What follows belongs to an exercise in optimizing a design on an open flow for a short achievable clock period and few clock cycles; a production flow would make more cautious choices. Function was checked by simulation only, so behaviour that the tests miss may differ from the original. Power and IR drop assume default switching activity.

## config.mk

```make
export PLATFORM = sky130hd
export DESIGN_NAME = pcpu_top
export DESIGN_NICKNAME = pcpu_top
export VERILOG_FILES = /design/flow/design.v
export SDC_FILE = /design/flow/constraint.sdc
export NUM_CORES = 4
export LEC_CHECK = 0
export CAP_MARGIN = 20
export CORE_MARGIN = 2
export CORE_UTILIZATION = 40
export SETUP_SLACK_MARGIN = 3.0
export SLEW_MARGIN = 20
```

## constraint.sdc

```tcl
create_clock -name core_clock -period 5.5 [get_ports {clock}]
set_input_delay 1.1000 -clock core_clock [delete_from_list [all_inputs] [get_ports {clock}]]
set_output_delay 1.1000 -clock core_clock [all_outputs]
set_load 0.01 [all_outputs]
```

## design.v

```verilog
package pcpu_pkg;
	typedef logic [16-1:0] word_t;
	typedef logic [8-1:0] addr_t;
	typedef logic [3-1:0] reg_idx_t;
	typedef enum logic [5-1:0]
	{
		OP_NOP = 5'b00000,
		OP_HALT = 5'b00001,
		OP_LOAD = 5'b00010,
		OP_STORE = 5'b00011,
		OP_ADD = 5'b01000,
		OP_ADDI = 5'b01001,
		OP_SUB = 5'b01010,
		OP_AND = 5'b01101,
		OP_OR = 5'b01110,
		OP_XOR = 5'b01111,
		OP_LDIH = 5'b10000,
		OP_JUMP = 5'b11000,
		OP_BZ = 5'b11010,
		OP_BNZ = 5'b11011
	} opcode_t;
	typedef enum logic
	{
		RUN_IDLE = 1'b0,
		RUN_EXEC = 1'b1
	} run_state_t;
	localparam logic [16-1:0] NOP_IR = {OP_NOP, {(16-5){1'b0}}};
endpackage
import pcpu_pkg::*;
module pcpu_top
(
	input logic clock,
	input logic reset,
	input logic i_enable,
	input logic i_start,
	input pcpu_pkg::word_t i_idata,
	input pcpu_pkg::word_t i_ddata,
	output pcpu_pkg::addr_t o_iaddr,
	output pcpu_pkg::addr_t o_daddr,
	output pcpu_pkg::word_t o_ddata,
	output logic o_dwe
);
	logic running;
	logic halted;
	logic adv;
	pcpu_pkg::addr_t pc;
	pcpu_pkg::addr_t pc_next;
	logic [5-1:0] f_op;
	pcpu_pkg::reg_idx_t f_d;
	pcpu_pkg::reg_idx_t f_a;
	pcpu_pkg::reg_idx_t f_b;
	pcpu_pkg::reg_idx_t f_ia;
	logic f_jump;
	logic f_br;
	logic f_halt;
	logic f_stall;
	logic f_bz;
	logic f_bnz;
	pcpu_pkg::addr_t f_seq;
	pcpu_pkg::addr_t f_target;
	pcpu_pkg::addr_t f_tgts [8];
	pcpu_pkg::addr_t pc_z0;
	pcpu_pkg::addr_t pc_z1;
	pcpu_pkg::addr_t f_seq2;
	pcpu_pkg::addr_t f_prev;
	logic f_nop;
	logic f_ctl;
	logic f_alu;
	logic f_ld;
	logic f_st;
	logic f_rr;
	logic f_immd;
	logic f_sub;
	pcpu_pkg::word_t f_fa;
	pcpu_pkg::word_t f_fb;
	pcpu_pkg::word_t f_fd;
	pcpu_pkg::word_t f_opb;
	logic ex_alu;  
	logic ex_ld;
	logic ex_st;
	logic ex_cin;  
	logic ex_and;
	logic ex_or;
	logic ex_xor;
	logic ex_a_ba;
	logic ex_a_bl;
	logic ex_b_ba;
	logic ex_b_bl;
	logic ex_d_ba;
	logic ex_d_bl;
	logic f_a_byp;
	logic f_b_byp;
	logic f_d_byp;
	pcpu_pkg::reg_idx_t ex_d;
	pcpu_pkg::word_t ex_opa;
	pcpu_pkg::word_t ex_opb;
	pcpu_pkg::word_t ex_opd;
	pcpu_pkg::word_t a;
	pcpu_pkg::word_t b;
	pcpu_pkg::word_t sum;
	pcpu_pkg::word_t ex_res;
	logic ex_z;
	logic z_next;
	logic zf;
	logic m_ld;
	logic m_alu;
	logic m_wr;
	pcpu_pkg::word_t m_res;
	pcpu_pkg::word_t mem_val;
	logic m_st;
	pcpu_pkg::reg_idx_t m_d;
	pcpu_pkg::addr_t daddr;
	pcpu_pkg::word_t ddata;
	pcpu_pkg::word_t regs [8];
	localparam int NC = 32;
	localparam logic [1:0] CT_NOP = 2'd0;
	localparam logic [1:0] CT_JUMP = 2'd1;
	localparam logic [1:0] CT_BZ = 2'd2;
	localparam logic [1:0] CT_BNZ = 2'd3;
	logic c_v [NC];
	logic [2:0] c_tag [NC];
	logic [1:0] c_ty [NC];
	pcpu_pkg::reg_idx_t c_d [NC];
	pcpu_pkg::addr_t c_next [NC];  
	logic [4:0] l_idx;
	logic l_hit;
	logic [1:0] l_ty;
	logic fold;
	pcpu_pkg::addr_t fold_pc;
	logic [4:0] w_idx;
	logic [1:0] w_ty;
	logic k_chk;
	logic k_bnz;
	pcpu_pkg::reg_idx_t k_d;
	logic k_hz0;  
	pcpu_pkg::addr_t k_alt;  
	pcpu_pkg::addr_t k_b;  
	logic k_hz;
	logic k_tok;
	logic misp;
	logic k_bad0;
	logic f_hold;
	logic f_go;
	logic f_go0;
	logic f_go1;
	pcpu_pkg::addr_t pc_n0;
	pcpu_pkg::addr_t pc_n1;
	function automatic [15:0] add16(input [15:0] x, input [15:0] y, input cin);
		logic [15:0] p;
		logic [15:0] g;
		logic [15:0] t;
		logic [15:0] gn;
		logic [15:0] tn;
		p = x ^ y;
		g = x & y;
		g[0] = g[0] | (p[0] & cin);
		t = p;
		for (int k = 1; k < 16; k = k * 2)
		begin
			gn = g;
			tn = t;
			for (int i = k; i < 16; i++)
			begin
				gn[i] = g[i] | (t[i] & g[i - k]);
				tn[i] = t[i] & t[i - k];
			end
			g = gn;
			t = tn;
		end
		add16 = p ^ {g[14:0], cin};
	endfunction
	function automatic [7:0] add8(input [7:0] x, input [7:0] y);
		logic [7:0] p;
		logic [7:0] g;
		logic [7:0] t;
		logic [7:0] gn;
		logic [7:0] tn;
		p = x ^ y;
		g = x & y;
		t = p;
		for (int k = 1; k < 8; k = k * 2)
		begin
			gn = g;
			tn = t;
			for (int i = k; i < 8; i++)
			begin
				gn[i] = g[i] | (t[i] & g[i - k]);
				tn[i] = t[i] & t[i - k];
			end
			g = gn;
			t = tn;
		end
		add8 = p ^ {g[6:0], 1'b0};
	endfunction
	function automatic pcpu_pkg::word_t fwd(input pcpu_pkg::reg_idx_t r);
		if (m_wr && (m_d == r))
			fwd = mem_val;
		else
			fwd = regs[r];
	endfunction
	assign adv = running || (i_enable && i_start && !m_st);
	always_ff @(posedge clock or posedge reset)
	begin
		if (reset)
			running <= 1'b0;
		else if (running)
			running <= i_enable;
		else
			running <= i_enable && i_start;
	end
	assign o_iaddr = pc;
	assign f_op = i_idata[15:11];
	assign f_d = i_idata[10:8];
	assign f_a = i_idata[6:4];
	assign f_b = i_idata[2:0];
	assign f_jump = (f_op == OP_JUMP);
	assign f_bz = (f_op == OP_BZ);
	assign f_bnz = (f_op == OP_BNZ);
	assign f_br = f_bz || f_bnz;
	assign f_halt = (f_op == OP_HALT);
	assign f_ld = (f_op == OP_LOAD);
	assign f_st = (f_op == OP_STORE);
	assign f_sub = (f_op == OP_SUB);
	assign f_immd = (f_op == OP_ADDI) || (f_op == OP_LDIH);
	assign f_rr = (f_op == OP_ADD) || (f_op == OP_SUB) || (f_op == OP_AND)
		|| (f_op == OP_OR) || (f_op == OP_XOR);
	assign f_alu = f_rr || f_immd;
	assign f_ia = f_immd ? f_d : f_a;
	assign f_a_byp = (ex_alu || ex_ld) && (ex_d == f_ia);
	assign f_b_byp = (ex_alu || ex_ld) && (ex_d == f_b) && f_rr;
	assign f_d_byp = (ex_alu || ex_ld) && (ex_d == f_d);
	assign f_ctl = f_jump || f_br || f_halt;
	assign f_nop = !(f_alu || f_ld || f_st || f_ctl);
	assign f_stall = f_br && (((ex_alu || ex_ld) && (ex_d == f_d)) || (m_wr && (m_d == f_d)));
	assign z_next = ex_alu ? ex_z : zf;
	assign f_seq = add8(pc, 8'd1);
	always_comb
	begin
		for (int i = 0; i < 8; i++)
			f_tgts[i] = add8(regs[i][7:0], i_idata[7:0]);
	end
	assign f_target = f_tgts[f_d];
	always_comb
	begin
		if (f_jump)
		begin
			pc_z0 = i_idata[7:0];
			pc_z1 = i_idata[7:0];
		end
		else
		begin
			pc_z0 = f_bnz ? f_target : f_seq;
			pc_z1 = f_bz ? f_target : f_seq;
		end
	end
	assign f_seq2 = add8(pc, 8'd2);
	assign f_prev = add8(pc, 8'hff);
	assign l_idx = pc[4:0];
	assign l_hit = c_v[l_idx] && (c_tag[l_idx] == pc[7:5]);
	assign l_ty = c_ty[l_idx];
	assign fold = l_hit && !f_ctl;
	assign fold_pc = c_next[l_idx];
	assign k_hz = ((ex_alu || ex_ld) && (ex_d == k_d)) || (m_wr && (m_d == k_d));
	assign k_tok = !k_hz && !k_hz0;
	assign k_bad0 = k_chk && k_bnz && !k_tok;  
	assign f_hold = halted || f_halt || f_stall;
	assign pc_n1 = k_chk ? (k_bnz ? k_alt : k_b)
		: (f_hold ? pc : (fold ? fold_pc : pc_z1));
	assign pc_n0 = k_bad0 ? k_b : (f_hold ? pc : (fold ? fold_pc : pc_z0));
	assign f_go1 = !f_hold && !k_chk;
	assign f_go0 = !f_hold && !k_bad0;
	assign {pc_next, f_go, misp} = z_next ? {pc_n1, f_go1, k_chk} : {pc_n0, f_go0, k_bad0};
	assign w_idx = f_prev[4:0];
	assign w_ty = f_jump ? CT_JUMP : (f_bz ? CT_BZ : (f_bnz ? CT_BNZ : CT_NOP));
	always_ff @(posedge clock or posedge reset)
	begin
		if (reset)
		begin
			for (int i = 0; i < NC; i++)
				c_v[i] <= 1'b0;
		end
		else
		begin
			for (int i = 0; i < NC; i++)
			begin
				if (!halted && (f_jump || f_br || f_nop) && (w_idx == i))
					c_v[i] <= !(f_br && m_wr && (m_d == f_d));
				else if (c_ty[i][1] && m_wr && (m_d == c_d[i]))
					c_v[i] <= 1'b0;
			end
		end
	end
	always_ff @(posedge clock)
	begin
		if (!halted && (f_jump || f_br || f_nop))
		begin
			c_tag[w_idx] <= f_prev[7:5];
			c_ty[w_idx] <= w_ty;
			c_d[w_idx] <= f_d;
			c_next[w_idx] <= f_jump ? i_idata[7:0] : (f_bnz ? f_target : f_seq);
		end
	end
	always_ff @(posedge clock)
	begin
		if (adv)
		begin
			k_bnz <= (l_ty == CT_BNZ);
			k_d <= c_d[l_idx];
			k_hz0 <= m_wr && (m_d == c_d[l_idx]);
			k_alt <= f_seq2;
			k_b <= f_seq;
		end
	end
	always_comb
	begin
		f_fa = fwd(f_ia);
		f_fb = fwd(f_b);
		f_fd = fwd(f_d);
		if (f_rr)
			f_opb = f_fb;
		else if (f_op == OP_LDIH)
			f_opb = {i_idata[7:0], 8'd0};
		else if (f_immd)
			f_opb = {8'd0, i_idata[7:0]};
		else
			f_opb = {12'd0, i_idata[3:0]};
	end
	always_ff @(posedge clock or posedge reset)
	begin
		if (reset)
		begin
			pc <= '0;
			halted <= 1'b0;
			ex_alu <= 1'b0;
			ex_ld <= 1'b0;
			ex_st <= 1'b0;
			k_chk <= 1'b0;
		end
		else if (adv)
		begin
			pc <= pc_next;
			halted <= halted || (f_halt && !misp);
			ex_alu <= f_go && f_alu;
			ex_ld <= f_go && f_ld;
			ex_st <= f_go && f_st;
			k_chk <= f_go && fold && ((l_ty == CT_BZ) || (l_ty == CT_BNZ));
		end
	end
	always_ff @(posedge clock)
	begin
		if (adv)
		begin
			ex_d <= f_d;
			ex_cin <= f_sub;
			ex_and <= (f_op == OP_AND);
			ex_or <= (f_op == OP_OR);
			ex_xor <= (f_op == OP_XOR);
			ex_a_ba <= ex_alu && (ex_d == f_ia);
			ex_a_bl <= ex_ld && (ex_d == f_ia);
			ex_b_ba <= ex_alu && (ex_d == f_b) && f_rr;
			ex_b_bl <= ex_ld && (ex_d == f_b) && f_rr;
			ex_d_ba <= ex_alu && (ex_d == f_d);
			ex_d_bl <= ex_ld && (ex_d == f_d);
			ex_opa <= f_a_byp ? '0 : f_fa;
			ex_opb <= f_b_byp ? '0 : f_opb;
			ex_opd <= f_d_byp ? '0 : f_fd;
		end
	end
	assign a = ({16{ex_a_ba}} & m_res) | ({16{ex_a_bl}} & i_ddata) | ex_opa;
	assign b = ({16{ex_b_ba}} & m_res) | ({16{ex_b_bl}} & i_ddata) | ex_opb;
	assign sum = add16(a, b ^ {16{ex_cin}}, ex_cin);
	always_comb
	begin
		if (ex_and)
			ex_res = a & b;
		else if (ex_or)
			ex_res = a | b;
		else if (ex_xor)
			ex_res = a ^ b;
		else
			ex_res = sum;
	end
	always_comb
	begin
		if (ex_and)
			ex_z = ~|(a & b);
		else if (ex_or)
			ex_z = ~|(a | b);
		else if (ex_xor || ex_cin)
			ex_z = (a == b);
		else
			ex_z = ((a ^ b) == {a[14:0] | b[14:0], 1'b0});
	end
	always_ff @(posedge clock or posedge reset)
	begin
		if (reset)
		begin
			zf <= 1'b0;
			m_ld <= 1'b0;
			m_alu <= 1'b0;
			m_st <= 1'b0;
			for (int i = 0; i < 8; i++)
				regs[i] <= '0;
		end
		else if (adv)
		begin
			if (ex_alu)
				zf <= ex_z;
			m_ld <= ex_ld;
			m_alu <= ex_alu;
			m_st <= ex_st;
			for (int i = 0; i < 8; i++)
			begin
				if (m_wr && (m_d == i))
					regs[i] <= mem_val;
			end
		end
	end
	always_ff @(posedge clock)
	begin
		if (adv)
		begin
			m_d <= ex_d;
			m_res <= ex_res;
			daddr <= sum[7:0];
			ddata <= ({16{ex_d_ba}} & m_res) | ({16{ex_d_bl}} & i_ddata) | ex_opd;
		end
	end
	assign m_wr = m_alu || m_ld;
	assign mem_val = m_ld ? i_ddata : m_res;
	assign o_daddr = daddr;
	assign o_ddata = ddata;
	assign o_dwe = m_st && running && !reset;
endmodule
```

## run.sh

```bash
#!/bin/bash
# synth_recipe.tcl (not shown) runs the flow's synth.tcl, then flattens the netlist and writes it again
# the make line also repeats each setting of config.mk as NAME=value (left out here)
make -C /OpenROAD-flow-scripts/flow DESIGN_CONFIG=/design/flow/config.mk WORK_HOME=/design/flow/orfs CLKGATE_MAP_FILE= SYNTH_SCRIPT=/design/flow/synth_recipe.tcl finish
```

==> results of run 1 <==
routing by layer:
| layer | part of all wire [%] | wire length, microns | vias to the layer above |
|---|---|---|---|
| met2 | 46 | 77600 | 2438 |
| met4 | 6.5 | 11100 | 10 |
| met5 | 0.055 | 93 | - |
| met3 | 11 | 18100 | 645 |
| met1 | 37 | 63000 | 17496 |
| li1 | - | - | 14391 |
report_power, final:
part / switching (uW) / total (uW) / internal [uW] / leakage [uW]
Sequential: 1310 / 9710 / 8400 / 0.00804
Clock: 2600 / 5880 / 3280 / 0.00134
Combinational: 7890 / 15100 / 7230 / 0.0119
Total: 11800 / 30700 / 18900 / 0.0212
placed cells by master, fill, tap and decap left out, types with 34 or more instances in the layout:
cell / count
mux2i_1: 105
dfrtp_1: 151
buf_12: 100
buf_6: 121
o21ai_0: 137
nor2_4: 40
a221o_1: 40
o211ai_1: 41
clkbuf_16: 122
inv_1: 56
ha_1: 39
edfxtp_1: 637
xnor2_1: 90
mux2_2: 35
o31ai_1: 34
nand3_1: 65
nor2_1: 176
nand2b_1: 34
nand2_1: 248
xor2_1: 82
mux4_2: 163
a21oi_1: 146
a22oi_1: 36
ha_4: 66
buf_16: 42
buf_4: 277
worst paths after layout:
| kind | startpoint | depth (start not counted) | endpoint |
|---|---|---|---|
| min | zf | 1 | zf |
| max in group asynchronous | reset | 7 | regs[6][1] |
| min reg2reg | zf | 1 | zf |
| max reg2reg | ex_b_ba | 16 | pc[6] |
| min in group asynchronous | reset | 5 | regs[2][1] |
| max | ex_b_ba | 16 | pc[6] |
flip-flops by register name (all words and copies together) (netlist names), 16 cells and up:
name and count:
c_d 96, c_next 256, c_tag 96, c_ty 64, c_v 32, ddata 16, ex_opa 16, ex_opb 16
ex_opd 16, m_res 16, regs 128
stage by stage:
step                      hold slack (ns)  total power [uW]  instances  area [sq um]
after floorplan                     0.448             15700       3452         43500
after global placement              0.461             19100       4834         46100
after detailed placement            0.470             19200       4836         46200
after CTS                           0.483             28600       5261         55900
after global routing                0.487             31700       5440         59400
final                               0.484             30700       5442         59400
cell type report:
cell class,instances,share of cell area (%)
multi-input combinational,2333,37.6
antenna,3,0.0126
tap,1403,2.96
timing repair buffer,655,14.4
inverter,78,0.575
clock inverter,30,0.594
clock buffer,122,4.08
sequential,815,39.8
timing repair inverter,3,0.0484
what timing repair did:
action | 4_1_cts | 5_1_grt
pin swaps | 174 | 160
setup buffers | 218 | 139
cloned | 55 | 39
endpoints found under the setup margin | 1285 | 1029
gates resized for setup | 913 | 365
synthesized netlist by cell type (37+ instances only):
| master | n |
|---|---|
| edfxtp_1 | 637 |
| nand2_1 | 277 |
| nor2_1 | 238 |
| o21ai_0 | 189 |
| a21oi_1 | 184 |
| dfrtp_1 | 178 |
| clkbuf_1 | 164 |
| mux4_2 | 163 |
| mux2i_1 | 122 |
| ha_1 | 113 |
| xnor2_1 | 108 |
| xor2_1 | 95 |
| nand3_1 | 76 |
| inv_1 | 73 |
| mux2_2 | 52 |
| nor3_1 | 47 |
| a22oi_1 | 46 |
| o22ai_1 | 44 |
| o211ai_1 | 41 |
| a221o_1 | 40 |
| o221ai_1 | 40 |
| nand2b_1 | 39 |
| o31ai_1 | 39 |
| a221oi_1 | 37 |
kinds of logic after synthesis:
logic type                 after synthesis  share of synthesized area [%]
xor gates and xnor gates               203                           4.13
buffers and inverters                  313                           2.93
adders and majority gates              122                           3.70
DFF                                    815                           54.7
muxes                                  338                           12.7
AOI/OAI and AO/OA                      825                           12.7
and+or+nand+nor                        836                           9.05
critical path: cells and delay by family, from the launching register on:
kind | cells | cell delay, ns
AND/OR/NAND/NOR | 3 | 0.43
flip-flops | 1 | 0.47
buffers and inverters | 6 | 0.80
adder cells (fa/ha/maj) | 1 | 0.27
AO/OA/AOI/OAI | 6 | 1.40
==> flow_summary_export.csv, run 1 <==
group,metric,value,unit
routing,drtPass1Iterations,9,
logic_synthesis,yosysTopAreaCell,"edfxtp_1",
placed_design,place_ws,0.497,ns
power,powerDensity,517,nW/um^2
logic_synthesis,synth-seq-cells,815,
critical_path,slowest_stage,"edfxtp_1",
clock_tree,htree_levels,3,
logic_synthesis,yosysTopAreaCellShare,44.4,%
critical_path,regToRegSetupSlack,2.02,ns
power,vdd_drop_max,0.311,mV
timing,timing.final.ws_setup,2.02,ns
die,die_x,332,microns
die,start_util,40.3,%
timing,finalSetupViolations,0,
routing,wirelength,170000,microns
critical_path,crit_path_start_kind,"flip-flop",
job,maxCapViolCount,0,
die,dieArea,110000,sq um
logic_synthesis,avgSynthCellArea,12.5,sq um
finish,layout-drive-gt1-share,37.3,%
global_route,overflow,0,
placed_design,port_buffers,68,
timing,fin_crit_sh,63.3,%
global_route,grt_pass1_wl,230000,microns
logic_synthesis,yosysWarnings,4,
min_path,hp-class,"flip-flop to flip-flop",
timing,worst_pin_slew,0.938,ns
clock_tree,tritoncts,"done",
timing,tns,0,ns
die,boundaryPins,69,
finish,areaGrowthSynthToFinish,37.9,%
placed_design,place.gp.congestion,0.923,
clock_tree,cts_buffers,88,
logic_synthesis,synthTopCellsByArea,"edfxtp_1 44%, dfrtp_1 10%, mux4_2 8.5%",
global_route,grt_pass1_vias,32978,
die,rows,120,
routing,drt-initial-drc-count,4908,
critical_path,crit_top_cell,"buf_6",
routing,drc_errors,0,
global_route,antenna_found_initial,6,
logic_synthesis,synth_cells,3452,
global_route,busiest_layer,"met2",
critical_path,cp_max_fo,6,
routing,drt-wirelength-per-cell,31.2,microns
power,leakage,0.0212,uW
outcome,status,"no timing/DRC/antenna violations",
routing,vias_per_cell,6.43,
critical_path,critPathRequiredTime,6.06,ns
global_route,grtUsageMet1,37.0,%
timing,rsz0062_at_grt,"yes",
global_route,grt_max_degree,74,
timing,fin_crit,3.48,ns
clock_tree,clock_path_buffers,3,
logic_synthesis,synth-main-ff-cell,"edfxtp_1",
die,core,107000,sq um
timing,max_slew_margin,37.5,%
timing,fmax,0.287,GHz
global_route,met2_usage,44.8,%
finish,post-route-util,55.6,%
critical_path,crit_path_max_incr_delay,0.47,ns
logic_synthesis,synth_fp_nets,3610,
logic_synthesis,synth_edf_count,637,
finish,n_fill_cell,8327,
logic_synthesis,synth_area,43100,sq um
clock_tree,clockRootBuffer,"clkbuf_16",
critical_path,setup.worst_path.end_class,"flip-flop",
clock_tree,clk_latency,0.71,ns
placed_design,dp_hpwl,92600,microns
critical_path,path_cells,"buf_6 -> buf_16 -> a221oi_4 -> buf_4 -> inv_2 -> ha_4 -> nor4_1 -> and3_1 -> a22oi_2 -> a21oi_4 -> buf_6 -> o221a_4 -> buf_6 -> and3_4 -> a222oi_1 -> o21ai_1",
finish,fin_nets,4132,
routing,ant_nets,0,
global_route,grt_usage,28.2,%
logic_synthesis,seq_area_frac_synth,54.7,%
timing,hold_viol,0,
timing,slew_violations,0,
routing,num_vias,34980,
die,die_y,332,microns
timing,finClkSkew,0.0471,ns
finish,register_area,23600,sq um
logic_synthesis,async_flop_share,21.8,%
critical_path,worstSetupPathType,"flip-flop to flip-flop",
clock_tree,clock_sink_count,815,
global_route,globalRouteMet3Util,5.87,%
clock_tree,clkTransAtPathRegs,0.06,ns
clock_tree,hold_buffers,0,
critical_path,cp_data_arrival_time,4.05,ns
logic_synthesis,ys_types,88,
finish,multi_input_area,22300,sq um
Testbench counts, summed over its fixed seeds: cycles 33,953.
==> inputs of run 2 (changes only) <==
--- a/config.mk
+++ b/config.mk
@@ -8,5 +8,5 @@
 export CAP_MARGIN = 20
 export CORE_MARGIN = 2
 export CORE_UTILIZATION = 40
-export SETUP_SLACK_MARGIN = 3.0
+export SETUP_SLACK_MARGIN = 2.6
 export SLEW_MARGIN = 20
==> flow_summary_export.csv, run 2 <==
group,metric,value,unit
timing,hold_viol,0,
logic_synthesis,synth_cells,3452,
clock_tree,cts_buffers,88,
die,dieArea,110000,sq um
critical_path,crit_path_start_kind,"flip-flop",
timing,max_slew_margin,28.3,%
routing,ant_nets,0,
die,die_x,332,microns
global_route,antenna_found_initial,3,
logic_synthesis,async_flop_share,21.8,%
finish,largest_register,"c_next",
timing,timing.final.ws_setup,2.08,ns
logic_synthesis,synth-main-ff-cell,"edfxtp_1",
routing,drc_errors,0,
logic_synthesis,synth.most_common_cell,"edfxtp_1",
timing,holdWs,0.488,ns
clock_tree,tritoncts,"done",
finish,n_fill_cell,9071,
timing,worst_pin_slew,1.05,ns
routing,vias_per_cell,6.22,
finish,layout-drive-gt1-share,30.5,%
clock_tree,clock_sink_count,815,
clock_tree,clkTransAtPathRegs,0.06,ns
placed_design,place_ws,0.266,ns
placed_design,dp_cells,4845,
placed_design,place.gp.congestion,0.935,
placed_design,port_buffers,68,
logic_synthesis,synth_area,43100,sq um
finish,final_cells,5263,
timing,slew_violations,0,
global_route,grt_pass1_wl,218000,microns
timing,fin_crit,3.42,ns
finish,reg.largest.list,"c_next: 256 flops, regs: 128 flops",
clock_tree,clk_latency,0.71,ns
min_path,hp-class,"flip-flop to flip-flop",
routing,drt-initial-drc-count,3786,
die,die_y,332,microns
routing,num_vias,32758,
finish,diodes,0,
logic_synthesis,ys_types,88,
critical_path,cp_data_arrival_time,4.03,ns
timing,rsz0062_at_grt,"yes",
die,rows,120,
logic_synthesis,synthTopCellsByArea,"edfxtp_1 44%, dfrtp_1 10%, mux4_2 8.5%",
logic_synthesis,synth_fp_nets,3610,
power,powerDensity,519,nW/um^2
logic_synthesis,yosysTopAreaCellShare,44.4,%
global_route,grt_max_degree,124,
timing,tns,0,ns
logic_synthesis,seq_area_frac_synth,54.7,%
power,leakage,0.0194,uW
global_route,grt_usage,26.7,%
finish,register_area,23600,sq um
logic_synthesis,yosys-top-cells-count,"637 x edfxtp_1, 277 x nand2_1, 238 x nor2_1",
outcome,status,"no timing/DRC/antenna violations",
finish,final_common_cell,"edfxtp_1",
clock_tree,htree_levels,3,
critical_path,worstSetupPathType,"flip-flop to flip-flop",
placed_design,dp_hpwl,95800,microns
power,vdd_drop_max,0.280,mV
die,boundaryPins,69,
timing,fmax,0.292,GHz
critical_path,setup.worst_path.end_class,"flip-flop",
die,start_util,40.3,%
logic_synthesis,avgSynthCellArea,12.5,sq um
global_route,grt_pass1_vias,31911,
timing,fin_crit_sh,62.2,%
finish,fin_nets,3945,
finish,multi_input_area,20900,sq um
logic_synthesis,yosysWarnings,4,
critical_path,critPathRequiredTime,6.10,ns
job,maxCapViolCount,0,
timing,finalSetupViolations,0,
clock_tree,clockRootBuffer,"clkbuf_16",
timing,finClkSkew,0.0481,ns
finish,layout_common_cells,"637 x edfxtp_1, 275 x buf_4, 266 x nand2_1",
global_route,overflow,0,
clock_tree,hold_buffers,0,
critical_path,cp_max_fo,5,
finish,areaGrowthSynthToFinish,27.0,%
clock_tree,clock_path_buffers,3,
die,core,107000,sq um
logic_synthesis,yosysTopAreaCell,"edfxtp_1",
routing,wirelength,152000,microns
routing,drtPass1Iterations,6,
logic_synthesis,synth_edf_count,637,
routing,drt-wirelength-per-cell,28.9,microns
finish,largest_reg_flops,256,
logic_synthesis,synth-seq-cells,815,
[run 2: changes by cell type in the layout (fill, tap and decap cells not counted), moves of 19 or more]
cell,change
buf_16,-19
clkbuf_16,-25
dfrtp_2,-19
buf_12,-54
o21ai_1,-21
clkdlybuf4s50_1,+27
o21ai_0,+24
buf_6,-72
nor2_4,-32
[run 2: stage by stage]
step | total power (uW) | cell area (sq um) | util (%)
4_1_cts | 27600 | 53200 | 49.8
3_3_place_gp | 19200 | 46200 | 43.2
5_1_grt | 29500 | 54700 | 51.2
3_5_place_dp | 19300 | 46200 | 43.2
6_report | 28400 | 54700 | 51.2
2_1_floorplan | 15700 | 43300 | -
[run 2: final timing paths]
check	slack [ns]	endpoint	start	cells past startpoint
setup / recovery	2.08	pc[6]	ex_b_ba	13
hold / removal	0.49	zf	zf	1
setup reg to reg	2.08	pc[6]	ex_b_ba	13
hold reg to reg	0.49	zf	zf	1
max in group asynchronous	3.83	regs[4][13]	reset	5
min in group asynchronous	0.96	running	reset	5
[run 2: area by class of cell]
class                           instances  share of cell area [%]
Clock buffer                          122                    4.45
Timing Repair Buffer                  474                    9.59
Clock inverter                         41                   0.791
Timing Repair inverter                  2                  0.0366
Multi-Input combinational cell       2328                    38.1
Inverter                               78                   0.636
Tap cell                             1403                    3.21
Sequential cell                       815                    43.2
[run 2: logic make-up (layout without fill, tap and decap cells)]
logic type	Yosys count	count (layout)	share of synthesized area [%]
simple gates	836	838	9.05
xor+xnor	203	203	4.13
mux	338	340	12.7
compound gates	825	825	12.7
fa+ha+maj	122	122	3.70
flops	815	815	54.7
buf+inv	313	717	2.93
[run 2: what timing repair did]
item,in CTS,in global routing
pin swaps,135,80
buffers inserted,160,62
gates cloned,22,11
gates resized for setup,544,173
endpoints found under the setup margin,1031,554
[run 2: layer usage]
layer | vias to the layer above | global-route usage, % | wire length (microns) | share of wire (%)
met5 | - | 0 | 13 | 0.0085
met4 | 2 | 12.7 | 8400 | 5.5
met3 | 448 | 4.28 | 12400 | 8.2
met2 | 1693 | 43.1 | 71400 | 47
met1 | 16616 | 35.4 | 59800 | 39
li1 | 13999 | - | - | -
[run 2: power breakdown]
| group | total (uW) | switching, uW | leakage, uW | internal, uW |
|---|---|---|---|---|
| registers | 9700 | 1310 | 0.00807 | 8400 |
| logic | 12800 | 6910 | 0.00997 | 5860 |
| clock network | 5900 | 2580 | 0.00138 | 3320 |
| total | 28400 | 10800 | 0.0194 | 17600 |
[run 2: critical path: stages (launching register included)]
cell and delay [ns]:
edfxtp_1 0.47, buf_6 0.19, a221o_2 0.43, ha_4 0.26
or4_4 0.41, nor4_2 0.25, nand4_1 0.23, a21oi_4 0.25
buf_4 0.15, o221a_4 0.20, nand2_1 0.09, o22ai_2 0.21
a222oi_1 0.11, o21ai_1 0.10
==> inputs of run 3 (changes only) <==
--- a/config.mk
+++ b/config.mk
@@ -8,5 +8,5 @@
 export CAP_MARGIN = 20
 export CORE_MARGIN = 2
 export CORE_UTILIZATION = 40
-export SETUP_SLACK_MARGIN = 2.6
+export SETUP_SLACK_MARGIN = 2.3
 export SLEW_MARGIN = 20
==> flow_summary_export.csv, run 3 <==
group,metric,value,unit
timing,fin_crit_sh,64.2,%
min_path,min_path_cells,1,
timing,fmax,0.283,GHz
finish,largest_register,"c_next",
logic_synthesis,synth.most_common_cell,"edfxtp_1",
finish,n_fill_cell,9259,
clock_tree,hold_buffers,0,
finish,reg.largest.list,"c_next: 256 flops, regs: 128 flops",
clock_tree,cts_buffers,87,
placed_design,place_ws,0.0166,ns
logic_synthesis,avgSynthCellArea,12.5,sq um
logic_synthesis,seq_area_frac_synth,54.7,%
die,die_x,332,microns
global_route,grt_pass1_vias,31030,
timing,hold_viol,0,
finish,fin_nets,3822,
timing,finClkSkew,0.0433,ns
routing,drt-wirelength-per-cell,28.5,microns
timing,slew_violations,0,
routing,vias_per_cell,6.18,
finish,layout-drive-gt1-share,24.8,%
clock_tree,htree_levels,3,
die,die_y,332,microns
logic_synthesis,async_flop_share,21.8,%
min_path,hp-class,"flip-flop to flip-flop",
clock_tree,clockRootBuffer,"clkbuf_16",
timing,tns,0,ns
routing,wirelength,146000,microns
logic_synthesis,synth_cells,3452,
finish,areaGrowthSynthToFinish,20.9,%
critical_path,cp_data_arrival_time,4.10,ns
finish,largest_reg_flops,256,
timing,worst_pin_slew,1.01,ns
routing,drc_errors,0,
logic_synthesis,synthTopCellsByArea,"edfxtp_1 44%, dfrtp_1 10%, mux4_2 8.5%",
outcome,status,"no timing/DRC/antenna violations",
timing,max_slew_margin,32.3,%
logic_synthesis,ys_types,88,
global_route,grt_usage,26.0,%
placed_design,dp_hpwl,93100,microns
global_route,antenna_found_initial,2,
critical_path,crit_path_start_kind,"flip-flop",
critical_path,setup.worst_path.end_class,"flip-flop",
critical_path,reg2reg_depth,12,
logic_synthesis,synth-seq-cells,815,
clock_tree,clock_path_buffers,3,
logic_synthesis,yosysTopAreaCell,"edfxtp_1",
power,powerDensity,518,nW/um^2
finish,final_common_cell,"edfxtp_1",
routing,drtPass1Iterations,7,
timing,fin_crit,3.53,ns
global_route,grt_pass1_wl,213000,microns
critical_path,worstSetupPathType,"flip-flop to flip-flop",
power,vdd_drop_max,0.301,mV
die,dieArea,110000,sq um
global_route,overflow,0,
die,boundaryPins,69,
power,total_power,27000,uW
clock_tree,clkTransAtPathRegs,0.06,ns
critical_path,critPathRequiredTime,6.07,ns
die,rows,120,
logic_synthesis,synth_fp_nets,3610,
logic_synthesis,synth_area,43100,sq um
critical_path,cp_max_fo,6,
finish,layout_common_cells,"637 x edfxtp_1, 268 x nand2_1, 215 x buf_4",
routing,drt-initial-drc-count,3714,
timing,finalSetupViolations,0,
logic_synthesis,synth_edf_count,637,
die,core,107000,sq um
routing,ant_nets,0,
placed_design,place.gp.congestion,0.950,
logic_synthesis,yosysWarnings,4,
timing,timing.final.ws_setup,1.97,ns
clock_tree,clk_latency,0.71,ns
routing,num_vias,31750,
logic_synthesis,synth-main-ff-cell,"edfxtp_1",
power,leakage,0.0184,uW
logic_synthesis,yosys-top-cells-count,"637 x edfxtp_1, 277 x nand2_1, 238 x nor2_1",
die,start_util,40.3,%
timing,holdWs,0.485,ns
global_route,grt_max_degree,133,
timing,rsz0062_at_grt,"yes",
clock_tree,clock_sink_count,815,
finish,post-route-util,48.7,%
logic_synthesis,yosysTopAreaCellShare,44.4,%
placed_design,port_buffers,68,
clock_tree,tritoncts,"done",
job,maxCapViolCount,0,
run 3: per-stage QoR:
step,instances,cell area [sq um]
global route,5139,52100
finish,5139,52100
floorplan,3452,43300
global placement,4842,46100
detailed placement,4843,46100
CTS,5096,51100
run 3: cell type report:
cell class	count	area [sq um]	area share, %
Sequential cell	815	23600	45.3
Timing Repair inverter	1	7.51	0.0144
Inverter	78	344	0.660
Antenna cell	1	2.50	0.00480
Multi-Input combinational cell	2329	20000	38.4
Clock buffer	112	2300	4.42
Tap cell	1403	1760	3.37
Timing Repair Buffer	352	3570	6.86
Clock inverter	48	508	0.975
run 3: worst paths after layout:
| check | start | to | slack [ns] |
|---|---|---|---|
| setup reg to reg | pc[0] | pc[0] | 1.97 |
| setup / recovery | pc[0] | pc[0] | 1.97 |
| max in group asynchronous | reset | regs[4][4] | 3.60 |
| hold reg to reg | zf | zf | 0.49 |
| hold / removal | zf | zf | 0.49 |
| min in group asynchronous | reset | c_v[1] | 1.07 |
run 3: repair_timing:
action | 4_1_cts | 5_1_grt
setup buffers | 79 | 36
endpoints found under the setup margin | 851 | 538
pin swaps | 75 | 57
cloned | 14 | 6
resized for setup | 295 | 140
run 3: logic make-up after synthesis:
kind of cell               after synthesis  share of synthesized area [%]
and+or+nand+nor                        836                           9.05
AOI/OAI and AO/OA                      825                           12.7
DFF                                    815                           54.7
muxes                                  338                           12.7
buffers and inverters                  313                           2.93
xor gates and xnor gates               203                           4.13
adders and majority gates              122                           3.70
run 3: worst max-delay path, stage by stage, from the launching register on:
cell,delay [ns]
dfrtp_4,0.52
ha_4,0.17
and3_4,0.23
ha_4,0.15
a221o_1,0.33
a221oi_2,0.07
a311oi_2,0.33
o211ai_1,0.23
or4_4,0.61
buf_12,0.18
mux2_4,0.29
o211ai_1,0.17
nand3_1,0.12
run 3: per-layer routing:
metal  global-route usage [%]  up-vias  routed length, microns
met2                     41.9     1603                   69000
met4                     12.2        2                    7540
met1                     34.3    16085                   58300
met3                     4.20      356                   11600
met5                        0        -                      14
li1                         -    13704                       -
run 3: report_power, final:
group | switching (uW) | internal (uW) | total, uW | leakage [uW]
logic | 6390 | 5080 | 11500 | 0.00896
registers | 1270 | 8390 | 9660 | 0.00807
clock network | 2610 | 3240 | 5850 | 0.00136
total | 10300 | 16700 | 27000 | 0.0184

-- static timing again, ports no longer ideal --
Ports are ideal in the flow. The routed layouts listed here were re-timed in OpenROAD.
Step 1 (the two cells are an assumption about what drives the block):
set clk [get_ports {clock}]
set_driving_cell -lib_cell sky130_fd_sc_hd__clkbuf_16 $clk
set_driving_cell -lib_cell sky130_fd_sc_hd__buf_2 [delete_from_list [all_inputs] $clk]
Step 2, shift: input delay + t, output delay - t, t = (earliest + latest rising clock arrival at the registers) / 2. This alone moves slack from input paths to output paths.
a / b / c = ideal ports / drivers / drivers and shift; a / b = the first two.
run | shift t [ns] | slack for setup (ns) | clock arrival spread, ns | worst data-port slew with drivers (ns) | pins driven straight from the clock port
run 1 | 0.759 | 2.017 / 2.017 / 1.297 | 0.048 / 0.048 | 0.29 | 1
run 2 | 0.758 | 2.079 / 2.079 / 1.367 | 0.048 / 0.049 | 0.14 | 1
run 3 | 0.762 | 1.970 / 1.970 / 1.368 | 0.045 / 0.045 | 0.15 | 1
After both steps every run listed still meets setup and hold. The setup slack of run 1, which loses most, moves by 0.000 ns with the drivers and by -0.720 ns with both steps.
